From an optimization exercise on the open Yosys and OpenROAD flow, aimed at small area, a short achievable clock period and few clock cycles per item; shortcuts taken in it are not production practice.
RTL that was checked went through simulation tests only; none was proved equivalent to the original.
Only the layout flow was run in run 1; the RTL was not checked for function there.
Power figures rest on the tool's default switching activity, not on a simulated workload.

==> design/flow/design.v <==
`timescale 1ns/1ps
`default_nettype none
package cube_pkg;
    localparam int color_w       = 3;
    localparam int sticker_count = 54;
    typedef logic [sticker_count*color_w-1:0] cube_state_t;
endpackage
`default_nettype wire
`timescale 1ns/1ps
`default_nettype none
package move_pkg;
    localparam int move_w     = 4;
    localparam int move_count = 50;
    typedef logic [move_count*move_w-1:0] move_list_t;
endpackage
`default_nettype wire
`timescale 1ns/1ps
`default_nettype none
module move_decoder (
    input  logic [3:0]  code,
    output logic [11:0] sel
);
    always_comb begin
        for (int i = 0; i < 12; i++) sel[i] = (code == 4'(i + 2));
    end
endmodule
module move_active (
    input  logic [3:0] code,
    output logic       act
);
    assign act = (code[3:1] != 3'b000) && (code[3:1] != 3'b111);
endmodule
`default_nettype wire
`timescale 1ns/1ps
`default_nettype none
module cube_turner (
    input  logic [11:0]  sel,
    input  logic [143:0] cube_i,
    output logic [143:0] cube_o
);
    wire keep0 = ~(sel[2] | sel[3] | sel[6] | sel[7] | sel[8] | sel[9]);
    wire keep1 = ~(sel[2] | sel[3] | sel[4] | sel[5] | sel[6] | sel[7]);
    wire keep2 = ~(sel[0] | sel[1] | sel[2] | sel[3] | sel[4] | sel[5]);
    wire keep3 = ~(sel[0] | sel[1] | sel[2] | sel[3] | sel[8] | sel[9]);
    wire keep4 = ~(sel[6] | sel[7] | sel[8] | sel[9] | sel[10] | sel[11]);
    wire keep5 = ~(sel[4] | sel[5] | sel[6] | sel[7] | sel[10] | sel[11]);
    wire keep6 = ~(sel[0] | sel[1] | sel[4] | sel[5] | sel[10] | sel[11]);
    wire keep7 = ~(sel[0] | sel[1] | sel[8] | sel[9] | sel[10] | sel[11]);
    wire keep8 = ~(sel[2] | sel[3] | sel[8] | sel[9]);
    wire keep9 = ~(sel[2] | sel[3] | sel[6] | sel[7]);
    wire keep10 = ~(sel[2] | sel[3] | sel[4] | sel[5]);
    wire keep11 = ~(sel[0] | sel[1] | sel[2] | sel[3]);
    wire keep12 = ~(sel[6] | sel[7] | sel[10] | sel[11]);
    wire keep13 = ~(sel[4] | sel[5] | sel[6] | sel[7]);
    wire keep14 = ~(sel[6] | sel[7] | sel[8] | sel[9]);
    wire keep15 = ~(sel[0] | sel[1] | sel[4] | sel[5]);
    wire keep16 = ~(sel[4] | sel[5] | sel[10] | sel[11]);
    wire keep17 = ~(sel[0] | sel[1] | sel[10] | sel[11]);
    wire keep18 = ~(sel[0] | sel[1] | sel[8] | sel[9]);
    wire keep19 = ~(sel[8] | sel[9] | sel[10] | sel[11]);
    assign cube_o[0 +: 3] = ({3{keep0}} & cube_i[0 +: 3])
                         | ({3{sel[2]}} & cube_i[3 +: 3])
                         | ({3{sel[3]}} & cube_i[9 +: 3])
                         | ({3{sel[6]}} & cube_i[48 +: 3])
                         | ({3{sel[7]}} & cube_i[24 +: 3])
                         | ({3{sel[8]}} & cube_i[36 +: 3])
                         | ({3{sel[9]}} & cube_i[12 +: 3]);
    assign cube_o[3 +: 3] = ({3{keep1}} & cube_i[3 +: 3])
                         | ({3{sel[2]}} & cube_i[6 +: 3])
                         | ({3{sel[3]}} & cube_i[0 +: 3])
                         | ({3{sel[4]}} & cube_i[15 +: 3])
                         | ({3{sel[5]}} & cube_i[39 +: 3])
                         | ({3{sel[6]}} & cube_i[51 +: 3])
                         | ({3{sel[7]}} & cube_i[27 +: 3]);
    assign cube_o[6 +: 3] = ({3{keep2}} & cube_i[6 +: 3])
                         | ({3{sel[0]}} & cube_i[30 +: 3])
                         | ({3{sel[1]}} & cube_i[54 +: 3])
                         | ({3{sel[2]}} & cube_i[9 +: 3])
                         | ({3{sel[3]}} & cube_i[3 +: 3])
                         | ({3{sel[4]}} & cube_i[18 +: 3])
                         | ({3{sel[5]}} & cube_i[42 +: 3]);
    assign cube_o[9 +: 3] = ({3{keep3}} & cube_i[9 +: 3])
                         | ({3{sel[0]}} & cube_i[33 +: 3])
                         | ({3{sel[1]}} & cube_i[57 +: 3])
                         | ({3{sel[2]}} & cube_i[0 +: 3])
                         | ({3{sel[3]}} & cube_i[6 +: 3])
                         | ({3{sel[8]}} & cube_i[45 +: 3])
                         | ({3{sel[9]}} & cube_i[21 +: 3]);
    assign cube_o[12 +: 3] = ({3{keep4}} & cube_i[12 +: 3])
                         | ({3{sel[6]}} & cube_i[15 +: 3])
                         | ({3{sel[7]}} & cube_i[21 +: 3])
                         | ({3{sel[8]}} & cube_i[0 +: 3])
                         | ({3{sel[9]}} & cube_i[66 +: 3])
                         | ({3{sel[10]}} & cube_i[57 +: 3])
                         | ({3{sel[11]}} & cube_i[27 +: 3]);
    assign cube_o[15 +: 3] = ({3{keep5}} & cube_i[15 +: 3])
                         | ({3{sel[4]}} & cube_i[69 +: 3])
                         | ({3{sel[5]}} & cube_i[3 +: 3])
                         | ({3{sel[6]}} & cube_i[18 +: 3])
                         | ({3{sel[7]}} & cube_i[12 +: 3])
                         | ({3{sel[10]}} & cube_i[48 +: 3])
                         | ({3{sel[11]}} & cube_i[30 +: 3]);
    assign cube_o[18 +: 3] = ({3{keep1}} & cube_i[18 +: 3])
                         | ({3{sel[2]}} & cube_i[33 +: 3])
                         | ({3{sel[3]}} & cube_i[51 +: 3])
                         | ({3{sel[4]}} & cube_i[60 +: 3])
                         | ({3{sel[5]}} & cube_i[6 +: 3])
                         | ({3{sel[6]}} & cube_i[21 +: 3])
                         | ({3{sel[7]}} & cube_i[15 +: 3]);
    assign cube_o[21 +: 3] = ({3{keep0}} & cube_i[21 +: 3])
                         | ({3{sel[2]}} & cube_i[24 +: 3])
                         | ({3{sel[3]}} & cube_i[54 +: 3])
                         | ({3{sel[6]}} & cube_i[12 +: 3])
                         | ({3{sel[7]}} & cube_i[18 +: 3])
                         | ({3{sel[8]}} & cube_i[9 +: 3])
                         | ({3{sel[9]}} & cube_i[63 +: 3]);
    assign cube_o[24 +: 3] = ({3{keep1}} & cube_i[24 +: 3])
                         | ({3{sel[2]}} & cube_i[39 +: 3])
                         | ({3{sel[3]}} & cube_i[21 +: 3])
                         | ({3{sel[4]}} & cube_i[27 +: 3])
                         | ({3{sel[5]}} & cube_i[33 +: 3])
                         | ({3{sel[6]}} & cube_i[0 +: 3])
                         | ({3{sel[7]}} & cube_i[60 +: 3]);
    assign cube_o[27 +: 3] = ({3{keep5}} & cube_i[27 +: 3])
                         | ({3{sel[4]}} & cube_i[30 +: 3])
                         | ({3{sel[5]}} & cube_i[24 +: 3])
                         | ({3{sel[6]}} & cube_i[3 +: 3])
                         | ({3{sel[7]}} & cube_i[63 +: 3])
                         | ({3{sel[10]}} & cube_i[12 +: 3])
                         | ({3{sel[11]}} & cube_i[42 +: 3]);
    assign cube_o[30 +: 3] = ({3{keep6}} & cube_i[30 +: 3])
                         | ({3{sel[0]}} & cube_i[66 +: 3])
                         | ({3{sel[1]}} & cube_i[6 +: 3])
                         | ({3{sel[4]}} & cube_i[33 +: 3])
                         | ({3{sel[5]}} & cube_i[27 +: 3])
                         | ({3{sel[10]}} & cube_i[15 +: 3])
                         | ({3{sel[11]}} & cube_i[45 +: 3]);
    assign cube_o[33 +: 3] = ({3{keep2}} & cube_i[33 +: 3])
                         | ({3{sel[0]}} & cube_i[69 +: 3])
                         | ({3{sel[1]}} & cube_i[9 +: 3])
                         | ({3{sel[2]}} & cube_i[36 +: 3])
                         | ({3{sel[3]}} & cube_i[18 +: 3])
                         | ({3{sel[4]}} & cube_i[24 +: 3])
                         | ({3{sel[5]}} & cube_i[30 +: 3]);
    assign cube_o[36 +: 3] = ({3{keep3}} & cube_i[36 +: 3])
                         | ({3{sel[0]}} & cube_i[39 +: 3])
                         | ({3{sel[1]}} & cube_i[45 +: 3])
                         | ({3{sel[2]}} & cube_i[51 +: 3])
                         | ({3{sel[3]}} & cube_i[33 +: 3])
                         | ({3{sel[8]}} & cube_i[66 +: 3])
                         | ({3{sel[9]}} & cube_i[0 +: 3]);
    assign cube_o[39 +: 3] = ({3{keep2}} & cube_i[39 +: 3])
                         | ({3{sel[0]}} & cube_i[42 +: 3])
                         | ({3{sel[1]}} & cube_i[36 +: 3])
                         | ({3{sel[2]}} & cube_i[54 +: 3])
                         | ({3{sel[3]}} & cube_i[24 +: 3])
                         | ({3{sel[4]}} & cube_i[3 +: 3])
                         | ({3{sel[5]}} & cube_i[69 +: 3]);
    assign cube_o[42 +: 3] = ({3{keep6}} & cube_i[42 +: 3])
                         | ({3{sel[0]}} & cube_i[45 +: 3])
                         | ({3{sel[1]}} & cube_i[39 +: 3])
                         | ({3{sel[4]}} & cube_i[6 +: 3])
                         | ({3{sel[5]}} & cube_i[60 +: 3])
                         | ({3{sel[10]}} & cube_i[27 +: 3])
                         | ({3{sel[11]}} & cube_i[57 +: 3]);
    assign cube_o[45 +: 3] = ({3{keep7}} & cube_i[45 +: 3])
                         | ({3{sel[0]}} & cube_i[36 +: 3])
                         | ({3{sel[1]}} & cube_i[42 +: 3])
                         | ({3{sel[8]}} & cube_i[63 +: 3])
                         | ({3{sel[9]}} & cube_i[9 +: 3])
                         | ({3{sel[10]}} & cube_i[30 +: 3])
                         | ({3{sel[11]}} & cube_i[48 +: 3]);
    assign cube_o[48 +: 3] = ({3{keep4}} & cube_i[48 +: 3])
                         | ({3{sel[6]}} & cube_i[60 +: 3])
                         | ({3{sel[7]}} & cube_i[0 +: 3])
                         | ({3{sel[8]}} & cube_i[51 +: 3])
                         | ({3{sel[9]}} & cube_i[57 +: 3])
                         | ({3{sel[10]}} & cube_i[45 +: 3])
                         | ({3{sel[11]}} & cube_i[15 +: 3]);
    assign cube_o[51 +: 3] = ({3{keep0}} & cube_i[51 +: 3])
                         | ({3{sel[2]}} & cube_i[18 +: 3])
                         | ({3{sel[3]}} & cube_i[36 +: 3])
                         | ({3{sel[6]}} & cube_i[63 +: 3])
                         | ({3{sel[7]}} & cube_i[3 +: 3])
                         | ({3{sel[8]}} & cube_i[54 +: 3])
                         | ({3{sel[9]}} & cube_i[48 +: 3]);
    assign cube_o[54 +: 3] = ({3{keep3}} & cube_i[54 +: 3])
                         | ({3{sel[0]}} & cube_i[6 +: 3])
                         | ({3{sel[1]}} & cube_i[66 +: 3])
                         | ({3{sel[2]}} & cube_i[21 +: 3])
                         | ({3{sel[3]}} & cube_i[39 +: 3])
                         | ({3{sel[8]}} & cube_i[57 +: 3])
                         | ({3{sel[9]}} & cube_i[51 +: 3]);
    assign cube_o[57 +: 3] = ({3{keep7}} & cube_i[57 +: 3])
                         | ({3{sel[0]}} & cube_i[9 +: 3])
                         | ({3{sel[1]}} & cube_i[69 +: 3])
                         | ({3{sel[8]}} & cube_i[48 +: 3])
                         | ({3{sel[9]}} & cube_i[54 +: 3])
                         | ({3{sel[10]}} & cube_i[42 +: 3])
                         | ({3{sel[11]}} & cube_i[12 +: 3]);
    assign cube_o[60 +: 3] = ({3{keep5}} & cube_i[60 +: 3])
                         | ({3{sel[4]}} & cube_i[42 +: 3])
                         | ({3{sel[5]}} & cube_i[18 +: 3])
                         | ({3{sel[6]}} & cube_i[24 +: 3])
                         | ({3{sel[7]}} & cube_i[48 +: 3])
                         | ({3{sel[10]}} & cube_i[63 +: 3])
                         | ({3{sel[11]}} & cube_i[69 +: 3]);
    assign cube_o[63 +: 3] = ({3{keep4}} & cube_i[63 +: 3])
                         | ({3{sel[6]}} & cube_i[27 +: 3])
                         | ({3{sel[7]}} & cube_i[51 +: 3])
                         | ({3{sel[8]}} & cube_i[21 +: 3])
                         | ({3{sel[9]}} & cube_i[45 +: 3])
                         | ({3{sel[10]}} & cube_i[66 +: 3])
                         | ({3{sel[11]}} & cube_i[60 +: 3]);
    assign cube_o[66 +: 3] = ({3{keep7}} & cube_i[66 +: 3])
                         | ({3{sel[0]}} & cube_i[54 +: 3])
                         | ({3{sel[1]}} & cube_i[30 +: 3])
                         | ({3{sel[8]}} & cube_i[12 +: 3])
                         | ({3{sel[9]}} & cube_i[36 +: 3])
                         | ({3{sel[10]}} & cube_i[69 +: 3])
                         | ({3{sel[11]}} & cube_i[63 +: 3]);
    assign cube_o[69 +: 3] = ({3{keep6}} & cube_i[69 +: 3])
                         | ({3{sel[0]}} & cube_i[57 +: 3])
                         | ({3{sel[1]}} & cube_i[33 +: 3])
                         | ({3{sel[4]}} & cube_i[39 +: 3])
                         | ({3{sel[5]}} & cube_i[15 +: 3])
                         | ({3{sel[10]}} & cube_i[60 +: 3])
                         | ({3{sel[11]}} & cube_i[66 +: 3]);
    assign cube_o[72 +: 3] = ({3{keep8}} & cube_i[72 +: 3])
                         | ({3{sel[2]}} & cube_i[75 +: 3])
                         | ({3{sel[3]}} & cube_i[81 +: 3])
                         | ({3{sel[8]}} & cube_i[117 +: 3])
                         | ({3{sel[9]}} & cube_i[93 +: 3]);
    assign cube_o[75 +: 3] = ({3{keep9}} & cube_i[75 +: 3])
                         | ({3{sel[2]}} & cube_i[78 +: 3])
                         | ({3{sel[3]}} & cube_i[72 +: 3])
                         | ({3{sel[6]}} & cube_i[120 +: 3])
                         | ({3{sel[7]}} & cube_i[102 +: 3]);
    assign cube_o[78 +: 3] = ({3{keep10}} & cube_i[78 +: 3])
                         | ({3{sel[2]}} & cube_i[81 +: 3])
                         | ({3{sel[3]}} & cube_i[75 +: 3])
                         | ({3{sel[4]}} & cube_i[87 +: 3])
                         | ({3{sel[5]}} & cube_i[111 +: 3]);
    assign cube_o[81 +: 3] = ({3{keep11}} & cube_i[81 +: 3])
                         | ({3{sel[0]}} & cube_i[96 +: 3])
                         | ({3{sel[1]}} & cube_i[126 +: 3])
                         | ({3{sel[2]}} & cube_i[72 +: 3])
                         | ({3{sel[3]}} & cube_i[78 +: 3]);
    assign cube_o[84 +: 3] = ({3{keep12}} & cube_i[84 +: 3])
                         | ({3{sel[6]}} & cube_i[87 +: 3])
                         | ({3{sel[7]}} & cube_i[93 +: 3])
                         | ({3{sel[10]}} & cube_i[123 +: 3])
                         | ({3{sel[11]}} & cube_i[99 +: 3]);
    assign cube_o[87 +: 3] = ({3{keep13}} & cube_i[87 +: 3])
                         | ({3{sel[4]}} & cube_i[138 +: 3])
                         | ({3{sel[5]}} & cube_i[78 +: 3])
                         | ({3{sel[6]}} & cube_i[90 +: 3])
                         | ({3{sel[7]}} & cube_i[84 +: 3]);
    assign cube_o[90 +: 3] = ({3{keep9}} & cube_i[90 +: 3])
                         | ({3{sel[2]}} & cube_i[105 +: 3])
                         | ({3{sel[3]}} & cube_i[129 +: 3])
                         | ({3{sel[6]}} & cube_i[93 +: 3])
                         | ({3{sel[7]}} & cube_i[87 +: 3]);
    assign cube_o[93 +: 3] = ({3{keep14}} & cube_i[93 +: 3])
                         | ({3{sel[6]}} & cube_i[84 +: 3])
                         | ({3{sel[7]}} & cube_i[90 +: 3])
                         | ({3{sel[8]}} & cube_i[72 +: 3])
                         | ({3{sel[9]}} & cube_i[132 +: 3]);
    assign cube_o[96 +: 3] = ({3{keep15}} & cube_i[96 +: 3])
                         | ({3{sel[0]}} & cube_i[141 +: 3])
                         | ({3{sel[1]}} & cube_i[81 +: 3])
                         | ({3{sel[4]}} & cube_i[105 +: 3])
                         | ({3{sel[5]}} & cube_i[99 +: 3]);
    assign cube_o[99 +: 3] = ({3{keep16}} & cube_i[99 +: 3])
                         | ({3{sel[4]}} & cube_i[96 +: 3])
                         | ({3{sel[5]}} & cube_i[102 +: 3])
                         | ({3{sel[10]}} & cube_i[84 +: 3])
                         | ({3{sel[11]}} & cube_i[114 +: 3]);
    assign cube_o[102 +: 3] = ({3{keep13}} & cube_i[102 +: 3])
                         | ({3{sel[4]}} & cube_i[99 +: 3])
                         | ({3{sel[5]}} & cube_i[105 +: 3])
                         | ({3{sel[6]}} & cube_i[75 +: 3])
                         | ({3{sel[7]}} & cube_i[135 +: 3]);
    assign cube_o[105 +: 3] = ({3{keep10}} & cube_i[105 +: 3])
                         | ({3{sel[2]}} & cube_i[108 +: 3])
                         | ({3{sel[3]}} & cube_i[90 +: 3])
                         | ({3{sel[4]}} & cube_i[102 +: 3])
                         | ({3{sel[5]}} & cube_i[96 +: 3]);
    assign cube_o[108 +: 3] = ({3{keep11}} & cube_i[108 +: 3])
                         | ({3{sel[0]}} & cube_i[111 +: 3])
                         | ({3{sel[1]}} & cube_i[117 +: 3])
                         | ({3{sel[2]}} & cube_i[129 +: 3])
                         | ({3{sel[3]}} & cube_i[105 +: 3]);
    assign cube_o[111 +: 3] = ({3{keep15}} & cube_i[111 +: 3])
                         | ({3{sel[0]}} & cube_i[114 +: 3])
                         | ({3{sel[1]}} & cube_i[108 +: 3])
                         | ({3{sel[4]}} & cube_i[78 +: 3])
                         | ({3{sel[5]}} & cube_i[138 +: 3]);
    assign cube_o[114 +: 3] = ({3{keep17}} & cube_i[114 +: 3])
                         | ({3{sel[0]}} & cube_i[117 +: 3])
                         | ({3{sel[1]}} & cube_i[111 +: 3])
                         | ({3{sel[10]}} & cube_i[99 +: 3])
                         | ({3{sel[11]}} & cube_i[123 +: 3]);
    assign cube_o[117 +: 3] = ({3{keep18}} & cube_i[117 +: 3])
                         | ({3{sel[0]}} & cube_i[108 +: 3])
                         | ({3{sel[1]}} & cube_i[114 +: 3])
                         | ({3{sel[8]}} & cube_i[132 +: 3])
                         | ({3{sel[9]}} & cube_i[72 +: 3]);
    assign cube_o[120 +: 3] = ({3{keep14}} & cube_i[120 +: 3])
                         | ({3{sel[6]}} & cube_i[135 +: 3])
                         | ({3{sel[7]}} & cube_i[75 +: 3])
                         | ({3{sel[8]}} & cube_i[129 +: 3])
                         | ({3{sel[9]}} & cube_i[123 +: 3]);
    assign cube_o[123 +: 3] = ({3{keep19}} & cube_i[123 +: 3])
                         | ({3{sel[8]}} & cube_i[120 +: 3])
                         | ({3{sel[9]}} & cube_i[126 +: 3])
                         | ({3{sel[10]}} & cube_i[114 +: 3])
                         | ({3{sel[11]}} & cube_i[84 +: 3]);
    assign cube_o[126 +: 3] = ({3{keep18}} & cube_i[126 +: 3])
                         | ({3{sel[0]}} & cube_i[81 +: 3])
                         | ({3{sel[1]}} & cube_i[141 +: 3])
                         | ({3{sel[8]}} & cube_i[123 +: 3])
                         | ({3{sel[9]}} & cube_i[129 +: 3]);
    assign cube_o[129 +: 3] = ({3{keep8}} & cube_i[129 +: 3])
                         | ({3{sel[2]}} & cube_i[90 +: 3])
                         | ({3{sel[3]}} & cube_i[108 +: 3])
                         | ({3{sel[8]}} & cube_i[126 +: 3])
                         | ({3{sel[9]}} & cube_i[120 +: 3]);
    assign cube_o[132 +: 3] = ({3{keep19}} & cube_i[132 +: 3])
                         | ({3{sel[8]}} & cube_i[93 +: 3])
                         | ({3{sel[9]}} & cube_i[117 +: 3])
                         | ({3{sel[10]}} & cube_i[141 +: 3])
                         | ({3{sel[11]}} & cube_i[135 +: 3]);
    assign cube_o[135 +: 3] = ({3{keep12}} & cube_i[135 +: 3])
                         | ({3{sel[6]}} & cube_i[102 +: 3])
                         | ({3{sel[7]}} & cube_i[120 +: 3])
                         | ({3{sel[10]}} & cube_i[132 +: 3])
                         | ({3{sel[11]}} & cube_i[138 +: 3]);
    assign cube_o[138 +: 3] = ({3{keep16}} & cube_i[138 +: 3])
                         | ({3{sel[4]}} & cube_i[111 +: 3])
                         | ({3{sel[5]}} & cube_i[87 +: 3])
                         | ({3{sel[10]}} & cube_i[135 +: 3])
                         | ({3{sel[11]}} & cube_i[141 +: 3]);
    assign cube_o[141 +: 3] = ({3{keep17}} & cube_i[141 +: 3])
                         | ({3{sel[0]}} & cube_i[126 +: 3])
                         | ({3{sel[1]}} & cube_i[96 +: 3])
                         | ({3{sel[10]}} & cube_i[138 +: 3])
                         | ({3{sel[11]}} & cube_i[132 +: 3]);
endmodule
`default_nettype wire
`timescale 1ns/1ps
`default_nettype none
module cube_move_engine (
    input  logic                  clock,
    input  logic                  rst,
    input  move_pkg::move_list_t  moves_input,
    input  logic                  new_moves_ready,
    input  cube_pkg::cube_state_t cubestate_input,
    output cube_pkg::cube_state_t cubestate_updated,
    output logic                  state_updated
);
    localparam int K = 4;   
    localparam int A = 0;   
    logic         busy_q;      
    logic         done_q;      
    logic [143:0] cube_q;      
    logic [17:0]  center_q;    
    logic [199:0] moves_q;     
    logic [11:0]  sel1_q;      
    wire          idle = ~busy_q;
    wire          load = idle & new_moves_ready;
    wire  [199:0] moves_in = moves_input << (4*A);
    logic [143:0] ch [0:K];
    logic [11:0]  sel [1:K];
    logic [3:0]   code [1:K];
    assign sel[1] = sel1_q;
    assign code[2] = moves_q[199-4*1 -: 4];
    move_decoder u_dec2 (.code(code[2]), .sel(sel[2]));
    assign code[3] = moves_q[199-4*2 -: 4];
    move_decoder u_dec3 (.code(code[3]), .sel(sel[3]));
    assign code[4] = moves_q[199-4*3 -: 4];
    move_decoder u_dec4 (.code(code[4]), .sel(sel[4]));
    assign ch[0] = cube_q;
    cube_turner u_turn1 (.sel(sel[1]), .cube_i(ch[0]), .cube_o(ch[1]));
    cube_turner u_turn2 (.sel(sel[2]), .cube_i(ch[1]), .cube_o(ch[2]));
    cube_turner u_turn3 (.sel(sel[3]), .cube_i(ch[2]), .cube_o(ch[3]));
    cube_turner u_turn4 (.sel(sel[4]), .cube_i(ch[3]), .cube_o(ch[4]));
    wire  [143:0] cube_d = idle ? cubestate_input[143:0] : ch[K];
    wire  [199:0] moves_d = idle ? moves_in : (moves_q << (4*K));
    logic [49:0]  act_d;
    for (genvar g = 0; g < 50; g++) begin : g_act
        move_active u_act (.code(moves_d[4*g +: 4]), .act(act_d[g]));
    end
    wire          finish = ~|act_d;
    logic [11:0]  sel1_d;
    move_decoder u_dec_next (.code(moves_d[199 -: 4]), .sel(sel1_d));
    always_ff @(posedge clock) begin
        if (rst) begin
            busy_q <= 1'b0;
            done_q <= 1'b0;
        end else begin
            busy_q <= (load | busy_q) & ~finish;
            done_q <= (load | busy_q) & finish;
        end
    end
    always_ff @(posedge clock) begin
        cube_q  <= cube_d;
        moves_q <= moves_d;
        sel1_q  <= sel1_d;
        if (idle) center_q <= cubestate_input[161:144];
    end
    assign cubestate_updated = {center_q, cube_q};
    assign state_updated     = done_q;
endmodule
`default_nettype wire
==> design/flow/run.sh <==
#!/bin/bash
# synth_recipe.tcl (not shown) runs the flow's synth.tcl, then flattens the netlist and writes it again
# the make line also repeats each setting of config.mk as NAME=value (left out here)
make -C /OpenROAD-flow-scripts/flow DESIGN_CONFIG=/design/flow/config.mk WORK_HOME=/design/flow/orfs CLKGATE_MAP_FILE= SYNTH_SCRIPT=/design/flow/synth_recipe.tcl finish
==> design/flow/config.mk <==
export PLATFORM = sky130hd
export DESIGN_NAME = cube_move_engine
export DESIGN_NICKNAME = cube_move_engine
export VERILOG_FILES = /design/flow/design.v
export SDC_FILE = /design/flow/constraint.sdc
export NUM_CORES = 4
export LEC_CHECK = 0
export CAP_MARGIN = 20
export CORE_MARGIN = 2
export CORE_UTILIZATION = 40
export SLEW_MARGIN = 20
==> design/flow/constraint.sdc <==
create_clock -name core_clock -period 5.0 [get_ports {clock}]
set_input_delay 1.0000 -clock core_clock [delete_from_list [all_inputs] [get_ports {clock}]]
set_output_delay 1.0000 -clock core_clock [all_outputs]
set_load 0.01 [all_outputs]
==> run summary, run 1 <==
most frequent cells in the layout=o21ai_0, clkdlybuf4s50_1, nor2_1, buf_4, o22ai_1; SO Viols=setup timing; Synth Register Bits=372; FP Rows=106; Final period util=1.02; hpwl dp=185000 µm; H-tree depth=2; Worst-path clk slew=0.06 ns; HP Class=flip-flop to flip-flop; Static Leak=15.7 nW; Layout Area Growth over Synthesis=30.0%; initial antenna violation count=21; Pwr Total=18.7 mW; Worst path max stage delay=1.03 ns; # setup viols final=1; Max Slew Vio Count=0; Synth Net Count=4831; Synth cell types=86; Tot GR Track Use=0.535; nets@finish=5463; PwrDens=426 nW/µm²; Post-Route Utilization=0.525; DRT antenna net count=0; first-pass iteration count of the detailed router=13; Max VDD drop=348 µV; via/cell ratio=7.95; pre-CTS setup slack=0.393 ns; commonest non-fill, non-tap cell in the layout=o21ai_0; top_reg_cell synth=dfxtp_1; CTS tree=yes; DRC violations left=0; Max FO, Critical Path=20; post-CTS setup buffers=0; die area=86700 µm²; Post-synth EDFFs=18; CTS Hold Buffers Added=0; fin cells=6232; largest net degree at the start of global routing=122; status=failed layout checks; most frequent CP cell=buf_4; Final WS setup=-0.0776 ns; ys async rst share=0; Slew Limit Headroom=0.138; critical path class=flip-flop to flip-flop; worst-skew pair later-pin latency=0.64 ns; Setup crit end kind=flip-flop; Worst Path Required=5.51 ns; Post-Syn Area per Cell=7.55 µm²; vias in the first global route=45162; wirelength, routed=247000 µm; I/O Buffers=527; critical path launch point type=flip-flop; WP data arrival=5.59 ns; Fill cells=8095; RSZ-0062 raised after global routing=no; FMAX=197 MHz; CTS Buf Count=44; actual slew at the worst max-slew pin=1.28 ns; Hold Vio Cnt, Final=0; CTS resizes=0; Synth Warn #=8; initial DRC count=11052; sequential share of the synthesized area=0.226; dpl cells=6132; Ports=528; Worst Clk Skew=0.0436 ns; Die Y=294 µm; Max-Cap Viols=0; worst-case clock buffer depth=3; first-pass GRT wire length=338000 µm; RePlAce Congestion=1.15; DR WL/cell=39.6 µm; Die X=294 µm; clock sinks=372; Initial Utilization=0.404; min cycle time layout=5.08 ns; core area=83600 µm²; worst path cell trace=buf_4 > nor4_1 > buf_4 > a211oi_2 > o22ai_1 > a211oi_1 > buf_4 > o22ai_1 > a211oi_2 > o22ai_1 > a2111oi_0 > buf_4 > nor2_1; CP max-delay cell=a2111oi_0; CTS Root Cell=clkbuf_16; synthesized area=33700 µm²; GRT overflow=0; DR vias=49527; layout cells sized above 1=0.167; cells after synthesis=4466; WHS=0.450 ns
==> critical path: cells and delay by family, from the launching register on <==
family | cells | cell delay (ns)
flops | 1 | 0.52
buf+inv | 4 | 1.05
compound gates | 7 | 3.17
simple gates | 2 | 0.20
==> metal layers <==
| metal | part of all wire | GRT usage |
|---|---|---|
| met5 | 0.0044 | 0.0414 |
| met1 | 0.37 | 0.675 |
| met2 | 0.36 | 0.687 |
| met4 | 0.071 | 0.258 |
| met3 | 0.20 | 0.344 |
==> layout make-up <==
cell class | count | area [µm²] | share of cell area
Timing Repair Buffer | 986 | 8850 | 0.202
Inverter | 50 | 188 | 0.00428
Tap cell | 1080 | 1350 | 0.0308
Sequential cell | 372 | 7650 | 0.174
Clock buffer | 63 | 1260 | 0.0288
Antenna cell | 18 | 45.0 | 0.00103
Multi-Input combinational cell | 3644 | 24300 | 0.554
Clock inverter | 19 | 224 | 0.00511
==> stage by stage <==
step / cell area (µm²) / setup TNS [ns]
2_1_floorplan: 33700 / 0
3_3_place_gp: 42300 / 0
3_5_place_dp: 42300 / 0
4_1_cts: 43800 / 0
5_1_grt: 43800 / 0
6_report: 43800 / -0.0776
==> worst paths after layout <==
check,from,to,slack [ns],depth (start not counted)
max,sel1_q[10]$_DFF_P_,cube_q[111]$_DFF_P_,-0.08,13
min reg2reg,moves_q[108]$_DFF_P_,moves_q[124]$_DFF_P_,0.45,1
min,moves_q[108]$_DFF_P_,moves_q[124]$_DFF_P_,0.45,1
max reg2reg,sel1_q[10]$_DFF_P_,cube_q[111]$_DFF_P_,-0.08,13
==> cell families (layout without fill, tap and decap cells) <==
group	count (synthesis)	after routing	synth area share
AO/OA/AOI/OAI	2324	2324	0.482
buffers and inverters	450	1118	0.0599
multiplexers	227	227	0.0744
other	0	18	0
XOR/XNOR	2	2	0.000519
flip-flops	372	372	0.226
AND/OR/NAND/NOR	1091	1091	0.157
==> power by group <==
part / internal, mW / switching [mW]
clock: 1.94 / 1.51
sequential: 3.39 / 1.11
combinational: 3.60 / 7.12
==> Yosys cell counts (20+ instances only) <==
| cell | count | area (µm²) |
|---|---|---|
| a2111oi_0 | 57 | 499 |
| a211oi_1 | 87 | 653 |
| a211oi_2 | 30 | 375 |
| a21oi_1 | 194 | 971 |
| a221oi_1 | 25 | 219 |
| a222oi_1 | 21 | 210 |
| a22o_1 | 163 | 1430 |
| a22oi_1 | 223 | 1670 |
| a31oi_1 | 49 | 307 |
| and3_1 | 71 | 444 |
| buf_1 | 27 | 101 |
| buf_2 | 63 | 315 |
| buf_6 | 27 | 304 |
| clkbuf_1 | 270 | 1010 |
| dfxtp_1 | 354 | 7090 |
| inv_1 | 50 | 188 |
| mux2_2 | 150 | 1690 |
| mux2i_1 | 73 | 731 |
| nand2_1 | 147 | 552 |
| nand2b_1 | 20 | 125 |
| nand3_1 | 86 | 430 |
| nor2_1 | 463 | 1740 |
| nor2b_1 | 44 | 275 |
| nor3_1 | 113 | 566 |
| o2111ai_1 | 123 | 1080 |
| o21ai_0 | 564 | 2820 |
| o221ai_1 | 115 | 1010 |
| o22ai_1 | 440 | 2750 |
| o32a_1 | 53 | 531 |
| or2_2 | 20 | 125 |
==> registers in the layout, indices dropped and copies added (netlist names) <==
| signal | count |
|---|---|
| done_q | 1 |
| cube_q | 144 |
| moves_q | 184 |
| busy_q | 1 |
| code | 12 |
| sel1_q | 12 |
| center_q | 18 |
==> run 2: changes to the inputs <==
--- a/design/flow/design.v
+++ b/design/flow/design.v
@@ -359,8 +359,8 @@
     output cube_pkg::cube_state_t cubestate_updated,
     output logic                  state_updated
 );
-    localparam int K = 4;   
-    localparam int A = 0;   
+    localparam int K = 2;   
+    localparam int A = 1;   
     logic         busy_q;      
     logic         done_q;      
     logic [143:0] cube_q;      
@@ -374,24 +374,21 @@
     logic [11:0]  sel [1:K];
     logic [3:0]   code [1:K];
     assign sel[1] = sel1_q;
-    assign code[2] = moves_q[199-4*1 -: 4];
+    assign code[2] = idle ? moves_input[199-4*0 -: 4] : moves_q[199-4*1 -: 4];
     move_decoder u_dec2 (.code(code[2]), .sel(sel[2]));
-    assign code[3] = moves_q[199-4*2 -: 4];
-    move_decoder u_dec3 (.code(code[3]), .sel(sel[3]));
-    assign code[4] = moves_q[199-4*3 -: 4];
-    move_decoder u_dec4 (.code(code[4]), .sel(sel[4]));
     assign ch[0] = cube_q;
     cube_turner u_turn1 (.sel(sel[1]), .cube_i(ch[0]), .cube_o(ch[1]));
-    cube_turner u_turn2 (.sel(sel[2]), .cube_i(ch[1]), .cube_o(ch[2]));
-    cube_turner u_turn3 (.sel(sel[3]), .cube_i(ch[2]), .cube_o(ch[3]));
-    cube_turner u_turn4 (.sel(sel[4]), .cube_i(ch[3]), .cube_o(ch[4]));
-    wire  [143:0] cube_d = idle ? cubestate_input[143:0] : ch[K];
+    cube_turner u_turn2 (.sel(sel[2]), .cube_i((idle ? cubestate_input[143:0] : ch[1])), .cube_o(ch[2]));
+    wire  [143:0] cube_d = ch[K];
     wire  [199:0] moves_d = idle ? moves_in : (moves_q << (4*K));
-    logic [49:0]  act_d;
+    logic [49:0]  act_q, act_i;
     for (genvar g = 0; g < 50; g++) begin : g_act
-        move_active u_act (.code(moves_d[4*g +: 4]), .act(act_d[g]));
+        move_active u_act_q (.code(moves_q[4*g +: 4]), .act(act_q[g]));
+        move_active u_act_i (.code(moves_input[4*g +: 4]), .act(act_i[g]));
     end
-    wire          finish = ~|act_d;
+    wire          fin_q = ~|act_q[49-K:0];
+    wire          fin_i = ~|act_i[49-A:0];
+    wire          finish = idle ? fin_i : fin_q;
     logic [11:0]  sel1_d;
     move_decoder u_dec_next (.code(moves_d[199 -: 4]), .sel(sel1_d));
     always_ff @(posedge clock) begin
==> design/flow/flow/run.sh (new file) <==
#!/bin/bash
# The standard layout, with the ports buffered by the smallest buffer (buf_1) instead of
# the clkdlybuf4s50_1 that buffer_ports picks by default; the resizer still upsizes any
# port buffer that timing needs. Everything else is standard.sh unchanged.
set -euo pipefail
echo 'export BUFFER_PORTS_ARGS = -buffer_cell sky130_fd_sc_hd__buf_1' >> config.mk
bash standard.sh > standard_flow.log 2>&1
==> design/flow/standard.sh (new file) <==
#!/bin/bash
# synth_recipe.tcl (not shown) runs the flow's synth.tcl, then flattens the netlist and writes it again
# the make line also repeats each setting of config.mk as NAME=value (left out here)
make -C /OpenROAD-flow-scripts/flow DESIGN_CONFIG=/design/flow/config.mk WORK_HOME=/design/flow/orfs CLKGATE_MAP_FILE= SYNTH_SCRIPT=/design/flow/synth_recipe.tcl "${@:-finish}"
--- a/design/flow/config.mk
+++ b/design/flow/config.mk
@@ -7,5 +7,7 @@
 export LEC_CHECK = 0
 export CAP_MARGIN = 20
 export CORE_MARGIN = 2
-export CORE_UTILIZATION = 40
+export CORE_UTILIZATION = 30
+export SETUP_SLACK_MARGIN = 2.5
 export SLEW_MARGIN = 20
+export BUFFER_PORTS_ARGS = -buffer_cell sky130_fd_sc_hd__buf_1
removed: design/flow/run.sh
==> run 2 against run 1 <==
Net effect: the run now finishes clean; critical endpoint is now cube_q[118]$_DFF_P_; largest power group is now sequential cells; clock skew rose by 0.00095 ns; power decreased by 39%; via count decreased by 43%; die area shrank 10%; critical path depth down 6.
==> run summary, run 2 <==
status=timing/DRC/antenna clean (was failed layout checks); largest net degree at the start of global routing=151 (was 122); Slew Limit Headroom=0.356 (was 0.138); switch share=0.418 (was 0.522); DRT antenna net count=0 (unchanged); Hold Vio Cnt, Final=0 (unchanged); GRT overflow=0 (unchanged); CTS tree=yes (unchanged); cells after synthesis=2668 (was 4466); Final period util=0.513 (was 1.02); reg2reg end=cube_q[118]$_DFF_P_ (was cube_q[111]$_DFF_P_); Hold Crit Endpoint=g_act[43].u_act_q.code[0]$_DFF_P_ (was moves_q[124]$_DFF_P_); vias in the first global route=26622 (was 45162); part of the power in registers=0.406 (was 0.241); Setup crit end kind=flip-flop (unchanged); top_reg_cell synth=dfxtp_1 (unchanged); Largest register FFs=192 (was 184); top cell type's share of synthesized area=0.309 (was 0.210); Die Y=279 µm (was 294 µm); hpwl dp=87900 µm (was 185000 µm); Final WS setup=2.43 ns (was -0.0776 ns); Worst Clk Skew=0.0445 ns (was 0.0436 ns); CTS Root Cell=clkbuf_16 (unchanged); RSZ-0062 raised after global routing=yes (was no); register area=7620 µm² (was 7650 µm²); Layout Area Growth over Synthesis=25.0% (was 30.0%); actual slew at the worst max-slew pin=0.962 ns (was 1.28 ns); Die X=279 µm (was 294 µm); Max FO, Critical Path=24 (was 20); critical path class=flip-flop to flip-flop (unchanged); Tot GR Track Use=0.314 (was 0.535); wirelength, routed=131000 µm (was 247000 µm); I/O Buffers=527 (unchanged); Hold Crit Start=g_act[41].u_act_q.code[0]$_DFF_P_ (was moves_q[108]$_DFF_P_); Worst Path Required=5.54 ns (was 5.51 ns); Gate power share=0.288 (was 0.574); HP Class=flip-flop to flip-flop (unchanged); Hold Path Depth=1 (unchanged); most frequent cells in the layout=buf_1, a22oi_1, dfxtp_1, nor2_1, nand2_1 (was o21ai_0, clkdlybuf4s50_1, nor2_1, buf_4, o22ai_1); Clock Power Share=0.306 (was 0.185); Post-Route Setup TNS=0 ns (was -0.0776 ns); via/cell ratio=6.87 (was 7.95); worst-skew pair later-pin latency=0.62 ns (was 0.64 ns); sequential share of the synthesized area=0.333 (was 0.226); first-pass GRT wire length=184000 µm (was 338000 µm); Max-Cap Viols=0 (unchanged); worst path cell trace=buf_4 > nor4_4 > buf_6 > nand2_1 > a31oi_4 > o21ai_0 > nand3_1 (was buf_4 > nor4_1 > buf_4 > a211oi_2 > o22ai_1 > a211oi_1 > buf_4 > o22ai_1 > a211oi_2 > o22ai_1 > a2111oi_0 > buf_4 > nor2_1); Max VDD drop=278 µV (was 348 µV); initial antenna violation count=12 (was 21); Synth Warn #=8 (unchanged); Reg2Reg Setup Slack=2.43 ns (was -0.08 ns); multi-input logic area=14800 µm² (was 24300 µm²); Int Power=6.64 mW (was 8.93 mW); FP Rows=100 (was 106); Synth cell types=73 (was 86); DRC violations left=0 (unchanged); nets@finish=3473 (was 5463); worst reg-to-reg path cell count=7 (was 13); Initial Utilization=0.304 (was 0.404); CP max-delay cell=nor4_4 (was a2111oi_0); die area=77700 µm² (was 86700 µm²); Worst path max stage delay=0.49 ns (was 1.03 ns); CTS Buf Count=44 (unchanged); layout cells sized above 1=0.172 (was 0.167); Max Slew Vio Count=0 (unchanged); Post-Syn Area per Cell=8.49 µm² (was 7.55 µm²); ys async rst share=0 (unchanged); Ports=528 (unchanged); Pwr Total=11.4 mW (was 18.7 mW); count leader, synth=dfxtp_1 (was o21ai_0); synthesized area=22600 µm² (was 33700 µm²); Sw Pwr=4.76 mW (was 9.74 mW); Worst-path clk slew=0.06 ns (about the same); FMAX=390 MHz (was 197 MHz); DR WL/cell=31.8 µm (was 39.6 µm); Static Leak=9.61 nW (was 15.7 nW); Synth Register Bits=368 (was 372); pre-CTS setup slack=1.50 ns (was 0.393 ns); commonest non-fill, non-tap cell in the layout=buf_1 (was o21ai_0); synth top area cells=dfxtp_1, a22oi_1, mux2_2 (was dfxtp_1, o21ai_0, o22ai_1); critical path launch point type=flip-flop (unchanged); area leader, netlist=dfxtp_1 (unchanged); first-pass iteration count of the detailed router=12 (was 13); Fill cells=7749 (was 8095); min cycle time layout=2.57 ns (was 5.08 ns); reg2reg start=sel1_q[1]$_DFF_P_ (was sel1_q[10]$_DFF_P_); worst-case clock buffer depth=3 (unchanged); initial DRC count=5907 (was 11052); DR vias=28261 (was 49527); Synth Net Count=3033 (was 4831); RePlAce Congestion=1.02 (was 1.15); H-tree depth=2 (unchanged); core area=74600 µm² (was 83600 µm²); # setup viols final=0 (was 1); PwrDens=403 nW/µm² (was 426 nW/µm²); clock sinks=368 (was 372); list of most frequent post-synthesis cells=dfxtp_1, a22oi_1, nor2_1, nand2_1, mux2_2 (was o21ai_0, nor2_1, o22ai_1, dfxtp_1, clkbuf_1); WHS=0.442 ns (was 0.450 ns); Post-synth EDFFs=18 (unchanged); WP data arrival=3.11 ns (was 5.59 ns)
[run 2: changes by cell type in the layout (fill, tap and decap cells not counted), moves of 78 or more]
cell             before  now
o21ai_0             564   11
clkdlybuf4s50_1     527    0
buf_1                 0  521
o22ai_1             440   48
buf_4               449   60
nor2_1              454  289
nand2_1             142  280
a22o_1              163   45
o2111ai_1           123   10
a21oi_1             194   82
a22oi_1             223  311
o221ai_1            115   35
a211oi_1             85    7
[run 2: how the worst max path moves through the flow]
| stage | start | end |
|---|---|---|
| final | sel1_q[1]$_DFF_P_ | cube_q[118]$_DFF_P_ |
| after global routing | moves_input[199] | cube_q[3]$_DFF_P_ |
| after CTS | busy_q$_SDFF_PP0_ | cube_q[49]$_DFF_P_ |
| after detailed placement | moves_input[197] | cube_q[43]$_DFF_P_ |
| after global placement | moves_input[197] | cube_q[29]$_DFF_P_ |
| after floorplan | moves_input[197] | cube_q[60]$_DFF_P_ |
[run 2: logic make-up (layout without fill, tap and decap cells)]
kind of cell,Yosys count,in the layout,synth area share
compound gates,976,976,0.335
simple gates,890,891,0.182
flops,368,368,0.333
buf+inv,240,712,0.0527
mux,194,194,0.0969
other cells,0,3,0
[run 2: power by group through the flow]
stage | clock (mW) | sequential [mW] | combinational (mW)
after global routing | 3.62 | 4.61 | 3.43
final | 3.49 | 4.64 | 3.28
after CTS | 3.50 | 4.50 | 2.99
after floorplan | 0 | 4.10 | 1.66
after detailed placement | 0 | 4.56 | 2.85
after global placement | 0 | 4.58 | 2.84
[run 2: worst max-delay path: cells and delay by family, from the launching register on]
kind / cells / cell delay, ns
and+or+nand+nor: 3 / 0.76
DFF: 1 / 0.45
AOI/OAI and AO/OA: 2 / 0.75
buffers and inverters: 2 / 0.54
[run 2: layout make-up]
cell class | instances | share of cell area
multi-input cells | 2061 | 0.524
flip-flops and latches | 368 | 0.269
repair buffers | 620 | 0.107
clock buffers | 65 | 0.0463
well taps | 969 | 0.0428
clock inverters | 14 | 0.00871
inverters | 13 | 0.00181
diodes | 3 | 0.000265
[run 2: timing repair]
item	in CTS	in global routing
gates resized for setup	117	101
hold buffers	0	0
pin swaps	7	10
endpoints found under the hold margin	0	0
setup endpoints to repair	305	231
cloned	1	4
setup buffers	18	17
[run 2: metal layers]
metal  wire length, µm  up-vias  global-route usage
met5                74        -                   0
met4              9970       12               0.184
met3             21200      735               0.128
met2             53400     2830               0.462
met1             46000    13132               0.384
li1                  -    11552                   -
[run 2: per-stage QoR]
step	cells	utilization	cell area, µm²
2_1_floorplan	2668	-	22600
3_3_place_gp	3990	0.338	25200
3_5_place_dp	3991	0.338	25200
4_1_cts	4089	0.369	27600
5_1_grt	4111	0.379	28300
6_report	4113	0.380	28300
Testbench counts of run 2, summed over its fixed seeds: cycles 5,878, items 320.
==> run 3: changes to the inputs <==
--- a/design/flow/design.v
+++ b/design/flow/design.v
@@ -359,28 +359,38 @@
     output cube_pkg::cube_state_t cubestate_updated,
     output logic                  state_updated
 );
-    localparam int K = 2;   
-    localparam int A = 1;   
-    logic         busy_q;      
+    localparam int K   = 2;   
+    localparam int A   = 1;   
+    localparam int NCM = 3;   
+    logic [NCM+1:0] busy_q;
     logic         done_q;      
     logic [143:0] cube_q;      
     logic [17:0]  center_q;    
     logic [199:0] moves_q;     
-    logic [11:0]  sel1_q;      
-    wire          idle = ~busy_q;
-    wire          load = idle & new_moves_ready;
+    logic [11:0]  sel1_q, sel1n_q;
+    wire          idle = ~busy_q[0];
     wire  [199:0] moves_in = moves_input << (4*A);
     logic [143:0] ch [0:K];
     logic [11:0]  sel [1:K];
     logic [3:0]   code [1:K];
-    assign sel[1] = sel1_q;
     assign code[2] = idle ? moves_input[199-4*0 -: 4] : moves_q[199-4*1 -: 4];
     move_decoder u_dec2 (.code(code[2]), .sel(sel[2]));
     assign ch[0] = cube_q;
-    cube_turner u_turn1 (.sel(sel[1]), .cube_i(ch[0]), .cube_o(ch[1]));
-    cube_turner u_turn2 (.sel(sel[2]), .cube_i((idle ? cubestate_input[143:0] : ch[1])), .cube_o(ch[2]));
+    logic [143:0] cin;
+    for (genvar g = 0; g < NCM; g++) begin : g_cin
+        localparam int lo = g*144/NCM;
+        localparam int hi = (g+1)*144/NCM - 1;
+        assign cin[hi:lo] = busy_q[1+g] ? ch[1][hi:lo] : cubestate_input[hi:lo];
+    end
+    logic [143:0] ch1a, ch1b;
+    wire  [11:0]  sel1a = sel1_q;
+    wire  [11:0]  sel1b = ~sel1n_q;
+    cube_turner u_turn1a (.sel(sel1a), .cube_i(ch[0]), .cube_o(ch1a));
+    cube_turner u_turn1b (.sel(sel1b), .cube_i(ch[0]), .cube_o(ch1b));
+    assign ch[1] = {ch1b[143:72], ch1a[71:0]};
+    cube_turner u_turn2 (.sel(sel[2]), .cube_i(cin), .cube_o(ch[2]));
     wire  [143:0] cube_d = ch[K];
-    wire  [199:0] moves_d = idle ? moves_in : (moves_q << (4*K));
+    wire  [199:0] moves_d = busy_q[NCM+1] ? (moves_q << (4*K)) : moves_in;
     logic [49:0]  act_q, act_i;
     for (genvar g = 0; g < 50; g++) begin : g_act
         move_active u_act_q (.code(moves_q[4*g +: 4]), .act(act_q[g]));
@@ -388,22 +398,23 @@
     end
     wire          fin_q = ~|act_q[49-K:0];
     wire          fin_i = ~|act_i[49-A:0];
-    wire          finish = idle ? fin_i : fin_q;
     logic [11:0]  sel1_d;
     move_decoder u_dec_next (.code(moves_d[199 -: 4]), .sel(sel1_d));
     always_ff @(posedge clock) begin
         if (rst) begin
-            busy_q <= 1'b0;
+            busy_q <= '0;
             done_q <= 1'b0;
         end else begin
-            busy_q <= (load | busy_q) & ~finish;
-            done_q <= (load | busy_q) & finish;
+            for (int c = 0; c < NCM + 2; c++)
+                busy_q[c] <= busy_q[c] ? ~fin_q : (new_moves_ready & ~fin_i);
+            done_q <= busy_q[0] ? fin_q : (new_moves_ready & fin_i);
         end
     end
     always_ff @(posedge clock) begin
         cube_q  <= cube_d;
         moves_q <= moves_d;
         sel1_q  <= sel1_d;
+        sel1n_q <= ~sel1_d;
         if (idle) center_q <= cubestate_input[161:144];
     end
     assign cubestate_updated = {center_q, cube_q};
==> run 3 against run 2 <==
Net effect: power increased by 9.8%; clock power grew 2%; critical endpoint is now cube_q[117]$_DFF_P_; worst setup slack got worse by 0.068 ns; still clean on timing, DRC and antenna; wire length shrank 5.7%; sequential cell count up 16; sequential power grew 6.5%; design area shrank 2.3%; clock skew shrank 0.016 ns; count of clock-buffer cells in the layout decreased by 3; fmax shrank 2.6%.
==> run summary, run 3 <==
Hold Crit Start=g_act[30].u_act_q.code[0]$_DFF_P_ (was g_act[41].u_act_q.code[0]$_DFF_P_); actual slew at the worst max-slew pin=1.10 ns (was 0.962 ns); Worst path top cell family by delay=compound AO/OA/AOI/OAI gates (was simple AND/OR/NAND/NOR gates); Hold Vio Cnt, Final=0 (unchanged); top cell type's share of synthesized area=0.324 (was 0.309); Worst Clk Skew=0.0286 ns (was 0.0445 ns); Ports=528 (unchanged); Die Y=279 µm (about the same); Initial Utilization=0.303 (was 0.304); clock sinks=384 (was 368); Worst path max stage delay=0.77 ns (was 0.49 ns); Worst Path Required=5.45 ns (was 5.54 ns); initial DRC count=5380 (was 5907); cells after synthesis=2718 (was 2668); I/O Buffers=527 (unchanged); count leader, synth=dfxtp_1 (unchanged); synthesized area=22600 µm² (about the same); Slew Limit Headroom=0.259 (was 0.356); sequential share of the synthesized area=0.348 (was 0.333); WP data arrival=3.09 ns (was 3.11 ns); DRT antenna net count=0 (unchanged); Setup crit end kind=flip-flop (unchanged); CTS Buf Count=46 (was 44); GRT overflow=0 (unchanged); DR WL/cell=29.7 µm (was 31.8 µm); vias in the first global route=26295 (was 26622); HP Class=flip-flop to flip-flop (unchanged); FP Rows=100 (unchanged); initial antenna violation count=6 (was 12); Static Leak=9.76 nW (was 9.61 nW); worst path cell trace=buf_4 > nand2_1 > nor2_2 > a2111oi_1 > nor2_1 > a22oi_1 > nand3_1 (was buf_4 > nor4_4 > buf_6 > nand2_1 > a31oi_4 > o21ai_0 > nand3_1); # setup viols final=0 (unchanged); commonest non-fill, non-tap cell in the layout=buf_1 (unchanged); Synth Warn #=7 (was 8); reg2reg start=sel1n_q[2]$_DFF_P_ (was sel1_q[1]$_DFF_P_); Max Slew Vio Count=0 (unchanged); Post-Syn Area per Cell=8.33 µm² (was 8.49 µm²); Post-Route Setup TNS=0 ns (unchanged); PwrDens=453 nW/µm² (was 403 nW/µm²); RSZ-0062 raised after global routing=yes (unchanged); ys async rst share=0 (unchanged); Synth Register Bits=384 (was 368); layout cells sized above 1=0.150 (was 0.172); Tot GR Track Use=0.298 (was 0.314); Max FO, Critical Path=25 (was 24); hpwl dp=87100 µm (was 87900 µm); RePlAce Congestion=1.05 (was 1.02); critical path launch point type=flip-flop (unchanged); core area=74600 µm² (unchanged); Worst-path clk slew=0.06 ns (about the same); CTS Root Cell=clkbuf_16 (unchanged); min cycle time layout=2.63 ns (was 2.57 ns); CP max-delay cell=a2111oi_1 (was nor4_4); register area=7900 µm² (was 7620 µm²); Synth cell types=50 (was 73); via/cell ratio=6.65 (was 6.87); first-pass iteration count of the detailed router=15 (was 12); first-pass GRT wire length=177000 µm (was 184000 µm); Post-synth EDFFs=18 (unchanged); worst setup path start=sel1n_q[2]$_DFF_P_ (was sel1_q[1]$_DFF_P_); synth top area cells=dfxtp_1, a22oi_1, mux2_2 (unchanged); list of most frequent post-synthesis cells=dfxtp_1, a22oi_1, nor2_1, nand2_1, o22ai_1 (was dfxtp_1, a22oi_1, nor2_1, nand2_1, mux2_2); status=timing/DRC/antenna clean (unchanged); multi-input logic area=13900 µm² (was 14800 µm²); DRC violations left=0 (unchanged); DR vias=27593 (was 28261); Max-Cap Viols=0 (unchanged); worst-case clock buffer depth=3 (unchanged); Max VDD drop=258 µV (was 278 µV); Fill cells=7880 (was 7749); Synth Net Count=3083 (was 3033); FMAX=380 MHz (was 390 MHz); top_reg_cell synth=dfxtp_1 (unchanged); wirelength, routed=123000 µm (was 131000 µm); die area=77700 µm² (about the same); critical path class=flip-flop to flip-flop (unchanged); most frequent cells in the layout=buf_1, dfxtp_1, a22oi_1, nor2_1, nand2_1 (was buf_1, a22oi_1, dfxtp_1, nor2_1, nand2_1); Final period util=0.527 (was 0.513); Pwr Total=12.5 mW (was 11.4 mW); nets@finish=3508 (was 3473); CP bufs+invs=1 (was 2); Largest register FFs=192 (unchanged); CTS tree=yes (unchanged); worst-skew pair later-pin latency=0.61 ns (was 0.62 ns); area leader, netlist=dfxtp_1 (unchanged); Layout Area Growth over Synthesis=22.1% (was 25.0%); H-tree depth=2 (unchanged); Die X=279 µm (about the same); largest net degree at the start of global routing=145 (was 151)
==> run 3: cell types whose count changed after synthesis, sizes merged, moves of 46 or more <==
cell and delta:
inv +84, a31oi -63, o22ai +137, a221oi -76
a222oi +69, a2111oi +70, nand3 +101, nor3 +46
nand2 -87
==> run 3: layout make-up <==
| type | instances | area share |
|---|---|---|
| multi-input combinational | 2012 | 0.503 |
| sequential | 384 | 0.286 |
| timing repair buffer | 602 | 0.0958 |
| clock buffer | 62 | 0.0465 |
| tap | 969 | 0.0439 |
| inverter | 97 | 0.0134 |
| clock inverter | 24 | 0.0115 |
| antenna | 2 | 0.000181 |
==> run 3: where the power goes <==
part	total (mW)	leakage (nW)	internal, mW	switching [mW]
Sequential	4.94	3.26	3.71	1.23
Clock	3.57	0.784	2.09	1.48
Combinational	4.01	5.72	1.32	2.69
Total	12.5	9.76	7.12	5.40
==> run 3: worst reg2reg max path, cell delays in order, from the launching register on <==
cell	delay (ns)
dfxtp_1	0.30
buf_4	0.23
nand2_1	0.30
nor2_2	0.19
a2111oi_1	0.78
nor2_1	0.25
a22oi_1	0.28
nand3_1	0.16
==> run 3: kinds of logic after synthesis <==
family / synth area share
DFF: 0.348
muxes: 0.0948
buffers and inverters: 0.0634
AOI/OAI and AO/OA: 0.295
and+or+nand+nor: 0.200
==> run 3: final timing paths <==
check,to,slack (ns),depth (start not counted)
max reg2reg,cube_q[117]$_DFF_P_,2.37,7
min reg2reg,g_act[32].u_act_q.code[0]$_DFF_P_,0.45,1
min,g_act[32].u_act_q.code[0]$_DFF_P_,0.45,1
max,cube_q[117]$_DFF_P_,2.37,7
==> run 3: metrics by stage <==
step	hold slack, ns	instance area, µm²	worst slack (ns)	util	cells
after floorplan	0.433	22600	2.62	-	2718
after global placement	0.437	25200	1.44	0.338	4042
after detailed placement	0.442	25200	1.49	0.338	4042
after CTS	0.454	27100	2.44	0.364	4137
after global routing	0.462	27600	2.35	0.371	4150
final	0.452	27600	2.37	0.371	4152
==> run 3: metal layers <==
metal / up-vias / track usage / part of all wire
met5: - / 0 / 0.00040
met4: 8 / 0.157 / 0.069
met3: 644 / 0.0943 / 0.13
met2: 2552 / 0.488 / 0.45
met1: 12772 / 0.347 / 0.34
li1: 11617 / - / -
==> run 3: timing repair <==
| item | 4_1_cts | 5_1_grt |
|---|---|---|
| setup buffers | 6 | 13 |
| pin swaps | 5 | 7 |
| hold buffers | 0 | 0 |
| setup endpoints to repair | 150 | 150 |
| resized for setup | 79 | 87 |
| gates cloned | 3 | 0 |
Testbench counts of run 3, summed over its fixed seeds: cycles 5,878, items 320.
==> run 4: changes to the inputs <==
--- a/design/flow/config.mk
+++ b/design/flow/config.mk
@@ -7,7 +7,7 @@
 export LEC_CHECK = 0
 export CAP_MARGIN = 20
 export CORE_MARGIN = 2
-export CORE_UTILIZATION = 30
+export CORE_UTILIZATION = 40
 export SETUP_SLACK_MARGIN = 2.5
 export SLEW_MARGIN = 20
 export BUFFER_PORTS_ARGS = -buffer_cell sky130_fd_sc_hd__buf_1
==> run 4 against run 3 <==
Net effect: synthesized cell count did not move; final cell count fell by 4.9%; power fell by 3.2%; sequential power barely moved; sequential cell count did not move; utilization rose by 11 points; synthesized area did not move.
==> run summary, run 4 <==
GR peak layer=met2 (unchanged); CTS Root Cell=clkbuf_16 (unchanged); Ports=528 (unchanged); Layout Area Growth over Synthesis=19.5% (was 22.1%); Pwr Total=12.1 mW (was 12.5 mW); critical path class=flip-flop to flip-flop (unchanged); part of the power in registers=0.406 (was 0.394); first-pass GRT wire length=177000 µm (about the same); DRT antenna net count=0 (unchanged); HP Class=flip-flop to flip-flop (unchanged); Initial Utilization=0.403 (was 0.303); Hold Path Depth=1 (unchanged); reg2reg end=cube_q[15]$_DFF_P_ (was cube_q[117]$_DFF_P_); GRT overflow=0 (unchanged); Synth Warn #=7 (unchanged); worst-case clock buffer depth=3 (unchanged); Post-synth EDFFs=18 (unchanged); top_reg_cell synth=dfxtp_1 (unchanged); actual slew at the worst max-slew pin=1.23 ns (was 1.10 ns); CP max-delay cell=nor2_1 (was a2111oi_1); Synth Net Count=3083 (unchanged); Setup crit end kind=flip-flop (unchanged); FP Rows=87 (was 100); cells after synthesis=2718 (unchanged); synth top area cells=dfxtp_1, a22oi_1, mux2_2 (unchanged); Synth cell types=50 (unchanged); ys async rst share=0 (unchanged); Max FO, Critical Path=37 (was 25); Hold Crit Start=g_act[3].u_act_q.code[0]$_DFF_P_ (was g_act[30].u_act_q.code[0]$_DFF_P_); worst path cell trace=buf_4 > nor4_1 > and2_2 > a21oi_1 > nor2_1 > a222oi_1 > nand3_1 (was buf_4 > nand2_1 > nor2_2 > a2111oi_1 > nor2_1 > a22oi_1 > nand3_1); FMAX=383 MHz (was 380 MHz); core area=56200 µm² (was 74600 µm²); H-tree depth=2 (unchanged); Final period util=0.522 (was 0.527); sequential share of the synthesized area=0.348 (unchanged); Worst Path Required=5.53 ns (was 5.45 ns); wirelength, routed=122000 µm (was 123000 µm); status=timing/DRC/antenna clean (unchanged); most frequent cells in the layout=buf_1, dfxtp_1, a22oi_1, nor2_1, nand2_1 (unchanged); GRT met1 Usage=0.477 (was 0.347); initial DRC count=5499 (was 5380); Post-Route Setup TNS=0 ns (unchanged); Int Power=6.84 mW (was 7.12 mW); worst reg-to-reg path cell count=7 (unchanged); RSZ-0062 raised after global routing=yes (unchanged); count leader, synth=dfxtp_1 (unchanged); reg2reg start=sel1_q[4]$_DFF_P_ (was sel1n_q[2]$_DFF_P_); Hold Crit Endpoint=g_act[5].u_act_q.code[0]$_DFF_P_ (was g_act[32].u_act_q.code[0]$_DFF_P_); I/O Buffers=527 (unchanged); first-pass iteration count of the detailed router=12 (was 15); # setup viols final=0 (unchanged); Clock Power Share=0.265 (was 0.285); top cell type's share of synthesized area=0.324 (unchanged); layout cells sized above 1=0.146 (was 0.150); critical path launch point type=flip-flop (unchanged); Reg2Reg Setup Slack=2.39 ns (was 2.37 ns); switch share=0.435 (was 0.431); Static Leak=9.68 nW (was 9.76 nW); DR WL/cell=30.9 µm (was 29.7 µm); nets@finish=3516 (was 3508); initial antenna violation count=16 (was 6); vias in the first global route=26752 (was 26295); area leader, netlist=dfxtp_1 (unchanged); RePlAce Congestion=0.986 (was 1.05); min cycle time layout=2.61 ns (was 2.63 ns); Final WS setup=2.39 ns (was 2.37 ns); CTS Hold Buffers Added=0 (unchanged); Sw Pwr=5.27 mW (was 5.40 mW); met3 Usage GRT=0.122 (was 0.0943); clock sinks=384 (unchanged); Synth Register Bits=384 (unchanged); Post-Route Utilization=0.482 (was 0.371); WP data arrival=3.14 ns (was 3.09 ns); list of most frequent post-synthesis cells=dfxtp_1, a22oi_1, nor2_1, nand2_1, o22ai_1 (unchanged); Post-Syn Area per Cell=8.33 µm² (unchanged); Die Y=242 µm (was 279 µm); die area=58500 µm² (was 77700 µm²); Largest register FFs=192 (unchanged); largest net degree at the start of global routing=131 (was 145); Worst path max stage delay=0.52 ns (was 0.77 ns); synthesized area=22600 µm² (unchanged); PwrDens=448 nW/µm² (was 453 nW/µm²); CTS Buf Count=43 (was 46); Slew Limit Headroom=0.175 (was 0.259); commonest non-fill, non-tap cell in the layout=buf_1 (unchanged); Gate power share=0.329 (was 0.320); DRC violations left=0 (unchanged); hpwl dp=85000 µm (was 87100 µm); WHS=0.440 ns (was 0.452 ns); met2 usage=0.624 (was 0.488); Hold Vio Cnt, Final=0 (unchanged); Max Slew Vio Count=0 (unchanged); via/cell ratio=7.04 (was 6.65); Max VDD drop=290 µV (was 258 µV); worst-skew pair later-pin latency=0.60 ns (was 0.61 ns); CTS tree=yes (unchanged); Worst-path clk slew=0.07 ns (was 0.06 ns); Die X=242 µm (was 279 µm); Tot GR Track Use=0.393 (was 0.298); Max-Cap Viols=0 (unchanged); pre-CTS setup slack=1.49 ns (about the same); Worst Clk Skew=0.0321 ns (was 0.0286 ns); DR vias=27792 (was 27593)
[run 4: stage by stage]
step                instances  area [µm²]
CTS                      3931       26700
detailed placement       3829       25000
global placement         3828       25000
finish                   3947       27100
global route             3945       27000
floorplan                2718       22600
[run 4: kinds of logic after synthesis]
group	share of synthesized area
multiplexers	0.0948
AO/OA/AOI/OAI	0.295
flip-flops	0.348
buffers and inverters	0.0634
AND/OR/NAND/NOR	0.200
[run 4: per-layer routing]
layer,routed length (µm),share of wire
met3,16000,0.13
met2,54800,0.45
met4,7230,0.059
met1,43900,0.36
met5,120,0.00098
[run 4: layout make-up]
class,count,area [µm²]
Timing Repair inverter,1,7.51
Inverter,97,370
Clock buffer,60,1220
Tap cell,756,946
Multi-Input combinational cell,2013,13700
Clock inverter,18,179
Antenna cell,7,17.5
Fill cell,5627,29100
Sequential cell,384,7900
Timing Repair Buffer,611,2700
[run 4: what timing repair did]
item	in CTS	in global routing
endpoints found under the setup margin	145	154
gates resized for setup	56	73
hold endpoints to repair	0	0
pin swaps	8	6
gates cloned	5	0
setup buffers	19	9
[run 4: power by group through the flow]
stage	logic, mW	clock network, mW	registers, mW
2_1_floorplan	2.15	0	4.45
3_3_place_gp	3.65	0	4.88
3_5_place_dp	3.65	0	4.89
4_1_cts	3.75	3.23	4.81
5_1_grt	4.18	3.35	4.91
6_report	3.99	3.21	4.92
[run 4: worst max-delay path by stage]
stage	from	slack, ns	end	cells past startpoint
after floorplan	moves_input[175]	2.62	busy_q[0]$_SDFF_PP0_	5
after global placement	moves_input[199]	1.60	cube_q[40]$_DFF_P_	7
after detailed placement	moves_input[199]	1.49	cube_q[10]$_DFF_P_	7
after CTS	cube_q[60]$_DFF_P_	2.50	cubestate_updated[60]	1
after global routing	busy_q[3]$_SDFF_PP0_	2.46	cube_q[142]$_DFF_P_	8
final	sel1_q[4]$_DFF_P_	2.39	cube_q[15]$_DFF_P_	7
[run 4: critical path, delay by kind of cell (launching register included)]
family | cells | cell delay [ns]
AND/OR/NAND/NOR | 4 | 1.50
AO/OA/AOI/OAI | 2 | 0.38
buffers and inverters | 1 | 0.31
flip-flops | 1 | 0.35

[afterwards: timing with drivers on the ports]
Ports are ideal in the flow. The routed layouts listed here were re-timed in OpenROAD. Step 1: set_driving_cell puts a clkbuf_16 on clock and a buf_2 on each other input, an assumption about the parent block. Step 2 also shifts input and output timing later by t, the mid clock arrival at the registers, as if the neighbouring blocks saw the same clock. Slacks: ideal ports / drivers / drivers and shift; pairs: ideal ports / drivers.
run | t, ns | slack for setup (ns) | worst register clock-pin slew, ns
run 1 | 0.696 | -0.078 / -0.078 / -0.078 | 0.07 / 0.07
run 2 | 0.657 | 2.433 / 2.403 / 1.777 | 0.07 / 0.07
run 3 | 0.643 | 2.365 / 2.365 / 1.830 | 0.07 / 0.07
run 4 | 0.639 | 2.390 / 2.390 / 1.917 | 0.07 / 0.07
The setup slack of run 2, which loses most, moves by -0.030 ns with the drivers and by -0.656 ns with both steps.
